Source: an optimization exercise on an open RTL-to-GDS flow (aim: small area, a short achievable clock period and few clock cycles). Production flows keep margins and buffers that such runs may drop.
In this exercise RTL edits were held to simulation tests only and were not proved equivalent to the original.
Power and IR drop assume default switching activity.

==> flow/design.v (excerpt) <==
module comp_unit_top (
   input  wire logic                    clk,
   input  wire logic                    rst_n,
   input  wire logic [32-1:0]   tx_data_i,
   input  wire logic [4-1:0]    tx_rem_i,
   input  wire logic                    tx_sof_n_i,
   input  wire logic                    tx_eof_n_i,
   input  wire logic                    tx_sop_n_i,
   input  wire logic                    tx_eop_n_i,
   input  wire logic                    tx_src_rdy_n_i,
   output logic                         tx_dst_rdy_n_o,
   output logic [32-1:0]        rx_data_o,
   output logic [4-1:0]         rx_rem_o,
   output logic                         rx_sof_n_o,
   output logic                         rx_eof_n_o,
   output logic                         rx_sop_n_o,
   output logic                         rx_eop_n_o,
   output logic                         rx_src_rdy_n_o,
   input  wire logic                    rx_dst_rdy_n_i,
   input  wire logic [10-1:0]      dcr_abus_i,
   input  wire logic [31:0]             dcr_dbus_i,
   input  wire logic                    dcr_read_i,
   input  wire logic                    dcr_write_i,
   output logic [1-1:0]        dcr_ack_o,
   output logic [31:0]                  dcr_rdata_o,
   output logic                         rst_engine_req_o
);
==> module payload_fifo, before the edit <==
module payload_fifo (
   input  wire logic                   clk,
   input  wire logic                   rst_n,
   input  wire logic                   push_i,
   input  wire logic [32-1:0]  push_data_i,
   input  wire logic                   pop_i,
   output logic [32-1:0]       pop_data_o,
   output logic                        valid_o,
   output logic [6-1:0]         count_o
);
   localparam int N = 64 - 2;
   logic [32-1:0] mem [N];
   logic [6-1:0]   wr_ptr;
   logic [N-1:0]          rd_sel;
   logic [6-1:0]   fill;
   logic [32-1:0] rd_data;
   logic                  refill;
   always_comb begin
      rd_data = '0;
      for (int i = 0; i < N; i++) begin
         rd_data = rd_data | (mem[i] & {32{rd_sel[i]}});
      end
   end
   assign refill  = (fill != '0) && (!valid_o || pop_i);
   assign count_o = fill + 6'(valid_o);
   always_ff @(posedge clk) begin
      if (fill != 6'(N)) begin
         mem[wr_ptr] <= push_data_i;
      end
      if (refill) begin
         pop_data_o <= rd_data;
      end
   end
   always_ff @(posedge clk) begin
      if (!rst_n) begin
         wr_ptr  <= '0;
         rd_sel  <= N'(1);
         fill    <= '0;
         valid_o <= 1'b0;
      end else begin
         if (push_i) begin
            wr_ptr <= (wr_ptr == 6'(N - 1)) ? '0 : wr_ptr + 1'b1;
         end
         if (refill) begin
            rd_sel <= {rd_sel[N-2:0], rd_sel[N-1]};
         end
         fill <= fill + 6'(push_i) - 6'(refill);
         if (refill) begin
            valid_o <= 1'b1;
         end else if (pop_i) begin
            valid_o <= 1'b0;
         end
      end
   end
endmodule
Settings: LEC_CHECK=0, CAP_MARGIN=20, CORE_MARGIN=2, CORE_UTILIZATION=40, CTS_CLUSTER_DIAMETER=60, CTS_CLUSTER_SIZE=20, SETUP_SLACK_MARGIN=3.5, SLEW_MARGIN=20; clock period 6.0 ns.
run.sh (not shown) runs the stock make flow with config.mk's settings and CLKGATE_MAP_FILE= SYNTH_SCRIPT=/design/flow/synth_recipe.tcl, a recipe that flattens the netlist after the stock synthesis.
Testbench counts at the start, summed over its fixed seeds: cycles 11,075.
Then changed:
--- a/flow/design.v
+++ b/flow/design.v
@@ -78,8 +78,12 @@
       end
    end
    assign refill  = (fill != '0) && (!valid_o || pop_i);
    assign count_o = fill + 6'(valid_o);
+   logic [6-1:0]   fill_up;
+   logic [6-1:0]   fill_down;
+   assign fill_up   = fill + 1'b1;
+   assign fill_down = fill - 1'b1;
    always_ff @(posedge clk) begin
       if (fill != 6'(N)) begin
          mem[wr_ptr] <= push_data_i;
       end
@@ -99,9 +103,13 @@
          end
          if (refill) begin
             rd_sel <= {rd_sel[N-2:0], rd_sel[N-1]};
          end
-         fill <= fill + 6'(push_i) - 6'(refill);
+         if (push_i && !refill) begin
+            fill <= fill_up;
+         end else if (!push_i && refill) begin
+            fill <= fill_down;
+         end
          if (refill) begin
             valid_o <= 1'b1;
          end else if (pop_i) begin
             valid_o <= 1'b0;
Maximum frequency is lower by 6.0%.
Core utilization is lower by 0.36 points.
Global-route usage is lower by 0.38 points.
Register-to-register slack loses 0.17 ns.
Cell area is lower by 0.77%.
Sequential power hardly moves.
Clock power is about the same.
Non-clock buffer count is lower by 36.
Cell count is lower by 0.35%.
First-iteration DRC count is lower by 0.95%.
Total power is higher by 1.9%.
Wire length is lower by about 0.8%.
Die area barely changes.
Testbench counts after the change, summed over its fixed seeds: cycles 11,075.

========
Setup of run 1:
comp_unit_top, a different RTL version from the one above (not shown whole).
For scale: roughly 5,400 cells after synthesis, roughly 90,000 um2 of cells after synthesis.
Design comp_unit_top, start of the top module:
module comp_unit_top (
   input  wire logic                    clk,
   input  wire logic                    rst_n,
   input  wire logic [32-1:0]   tx_data_i,
   input  wire logic [4-1:0]    tx_rem_i,
   input  wire logic                    tx_sof_n_i,
   input  wire logic                    tx_eof_n_i,
   input  wire logic                    tx_sop_n_i,
   input  wire logic                    tx_eop_n_i,
   input  wire logic                    tx_src_rdy_n_i,
   output logic                         tx_dst_rdy_n_o,
   output logic [32-1:0]        rx_data_o,
   output logic [4-1:0]         rx_rem_o,
   output logic                         rx_sof_n_o,
   output logic                         rx_eof_n_o,
   output logic                         rx_sop_n_o,
   output logic                         rx_eop_n_o,
   output logic                         rx_src_rdy_n_o,
   input  wire logic                    rx_dst_rdy_n_i,
   input  wire logic [10-1:0]      dcr_abus_i,
   input  wire logic [31:0]             dcr_dbus_i,
   input  wire logic                    dcr_read_i,
   input  wire logic                    dcr_write_i,
   output logic [1-1:0]        dcr_ack_o,
   output logic [31:0]                  dcr_rdata_o,
   output logic                         rst_engine_req_o
);
==> flow/config.mk <==
export PLATFORM = sky130hd
export DESIGN_NAME = comp_unit_top
export DESIGN_NICKNAME = comp_unit_top
export VERILOG_FILES = /design/flow/design.v
export SDC_FILE = /design/flow/constraint.sdc
export NUM_CORES = 4
export LEC_CHECK = 0
export CAP_MARGIN = 20
export CORE_MARGIN = 2
export CORE_UTILIZATION = 40
export CTS_CLUSTER_DIAMETER = 60
export CTS_CLUSTER_SIZE = 20
export SETUP_SLACK_MARGIN = 3.5
export SLEW_MARGIN = 20
==> flow/constraint.sdc <==
create_clock -name core_clock -period 6.0 [get_ports {clk}]
set_input_delay 1.2000 -clock core_clock [delete_from_list [all_inputs] [get_ports {clk}]]
set_output_delay 1.2000 -clock core_clock [all_outputs]
set_load 0.01 [all_outputs]
Testbench counts of run 1, summed over its fixed seeds: cycles 11,075.
Relative to run 1, the following input files were edited for run 2:
--- a/flow/design.v
+++ b/flow/design.v
@@ -76,15 +76,15 @@
       for (int i = 0; i < N; i++) begin
          rd_data = rd_data | (mem[i] & {32{rd_sel[i]}});
       end
    end
    assign refill  = (fill != '0) && (!valid_o || pop_i);
    assign count_o = fill + 6'(valid_o);
    always_ff @(posedge clk) begin
-      if (push_i) begin
+      if (fill != 6'(N)) begin
          mem[wr_ptr] <= push_data_i;
       end
       if (refill) begin
          pop_data_o <= rd_data;
       end
    end
    always_ff @(posedge clk) begin
@@ -260,15 +260,15 @@
    logic                   avail;
    logic                   known;
    logic [WC_W-1:0]        k_wc;
    logic [1:0]             k_pad;
    logic                   is_last;
    logic [3:0]             last_rem;
    comp_pkg::ll_rx_t       o_nxt;
-   assign tx_dst_rdy_n_o = !rdy;
+   assign rdy            = !tx_dst_rdy_n_o;
    assign beat           = !tx_i.src_rdy_n && rdy;
    always_comb begin
       masked = tx_i.data;
       if (!tx_i.eop_n) begin
          for (int i = 0; i < 4; i++) begin
             if (tx_i.rem[i]) masked[8*i +: 8] = 8'h00;
          end
@@ -296,26 +296,26 @@
    assign cap_len   = beat && (tst == T_HDR) && (hcnt == HC_W'(5));
    assign cap_task  = beat && (tst == T_HDR) && (hcnt == HC_W'(6));
    assign t_pend_n  = (push && !tx_i.eop_n) || (t_pend && r_full);
    always_ff @(posedge clk) begin
       if (!rst_n) begin
          tst       <= T_HDR;
          hcnt      <= '0;
-         rdy       <= 1'b0;
+         tx_dst_rdy_n_o <= 1'b1;
          t_pend    <= 1'b0;
       end else begin
          tst       <= tst_n;
          hcnt      <= hcnt_n;
          t_pend    <= t_pend_n;
          if (tst_n == T_PAY) begin
-            rdy <= (7'(cnt) + 7'(push)) < 7'(CAP);
+            tx_dst_rdy_n_o <= push ? (cnt >= 6'(CAP - 1)) : (cnt >= 6'(CAP));
          end else if (tst_n == T_HDR && hcnt_n == HC_W'(4)) begin
-            rdy <= !t_pend_n;
+            tx_dst_rdy_n_o <= t_pend_n;
          end else begin
-            rdy <= 1'b1;
+            tx_dst_rdy_n_o <= 1'b0;
          end
       end
    end
    ll_crc ll_crc_i (
       .crc_i  (crc),
       .data_i (masked),
       .crc_o  (crc_nxt)
==> run summary <==
From run 2 to run 1, worst hold path depth did not move at all. Measured against each other, run 2 and run 1 differ in clock network power share, the lower figure coming from run 2. In terms of met1 layer wirelength in the final routing, run 1 and run 2 differ only marginally. [compare] base=run 1 new=run 2: data required time of the critical path stayed essentially flat, core utilization stayed essentially flat, static leakage rose by about 6%, global-route usage rose by 0.25 points. Across both runs, critical path depth was lower for run 2 than for run 1. Run 2 and run 1 ended up with nearly the same basic-gate share of the synthesized area counting and, or, nand and nor cells. Routed via count in run 2 is 645 higher than in run 1.
Testbench counts of run 2, summed over its fixed seeds: cycles 11,075.

[separate check: timing with driven ports]
How much do the figures lean on ideal ports? The routed layouts below were timed once more, with nothing changed but the port constraints. Step 1: set_driving_cell puts a clkbuf_16 on clk and a buf_2 on each other input, an assumption about the parent block. Step 2 moves the port delays by t, midway between the first and last clock arrival at a register: inputs arrive t later, outputs are due t later. That takes back most of the time a late clock gives input paths. Slacks: ideal / step 1 / step 2; pairs: ideal / step 1.
run | shift t [ns] | setup slack, ns | worst data-port slew with drivers (ns) | pins driven straight from the clock port
the first run of note 1 | 0.947 | 3.387 / 3.374 / 2.507 | 0.07 | 1
the second run of note 1 | 0.929 | 3.219 / 3.219 / 2.427 | 0.07 | 1
run 1 | 0.938 | 3.409 / 3.348 / 2.525 | 0.18 | 1
run 2 | 0.944 | 3.360 / 3.336 / 2.525 | 0.09 | 1
After both steps every run listed still meets setup and hold. For run 1, which loses most, drivers alone change the setup slack by -0.061 ns; drivers and shift together by -0.884 ns.
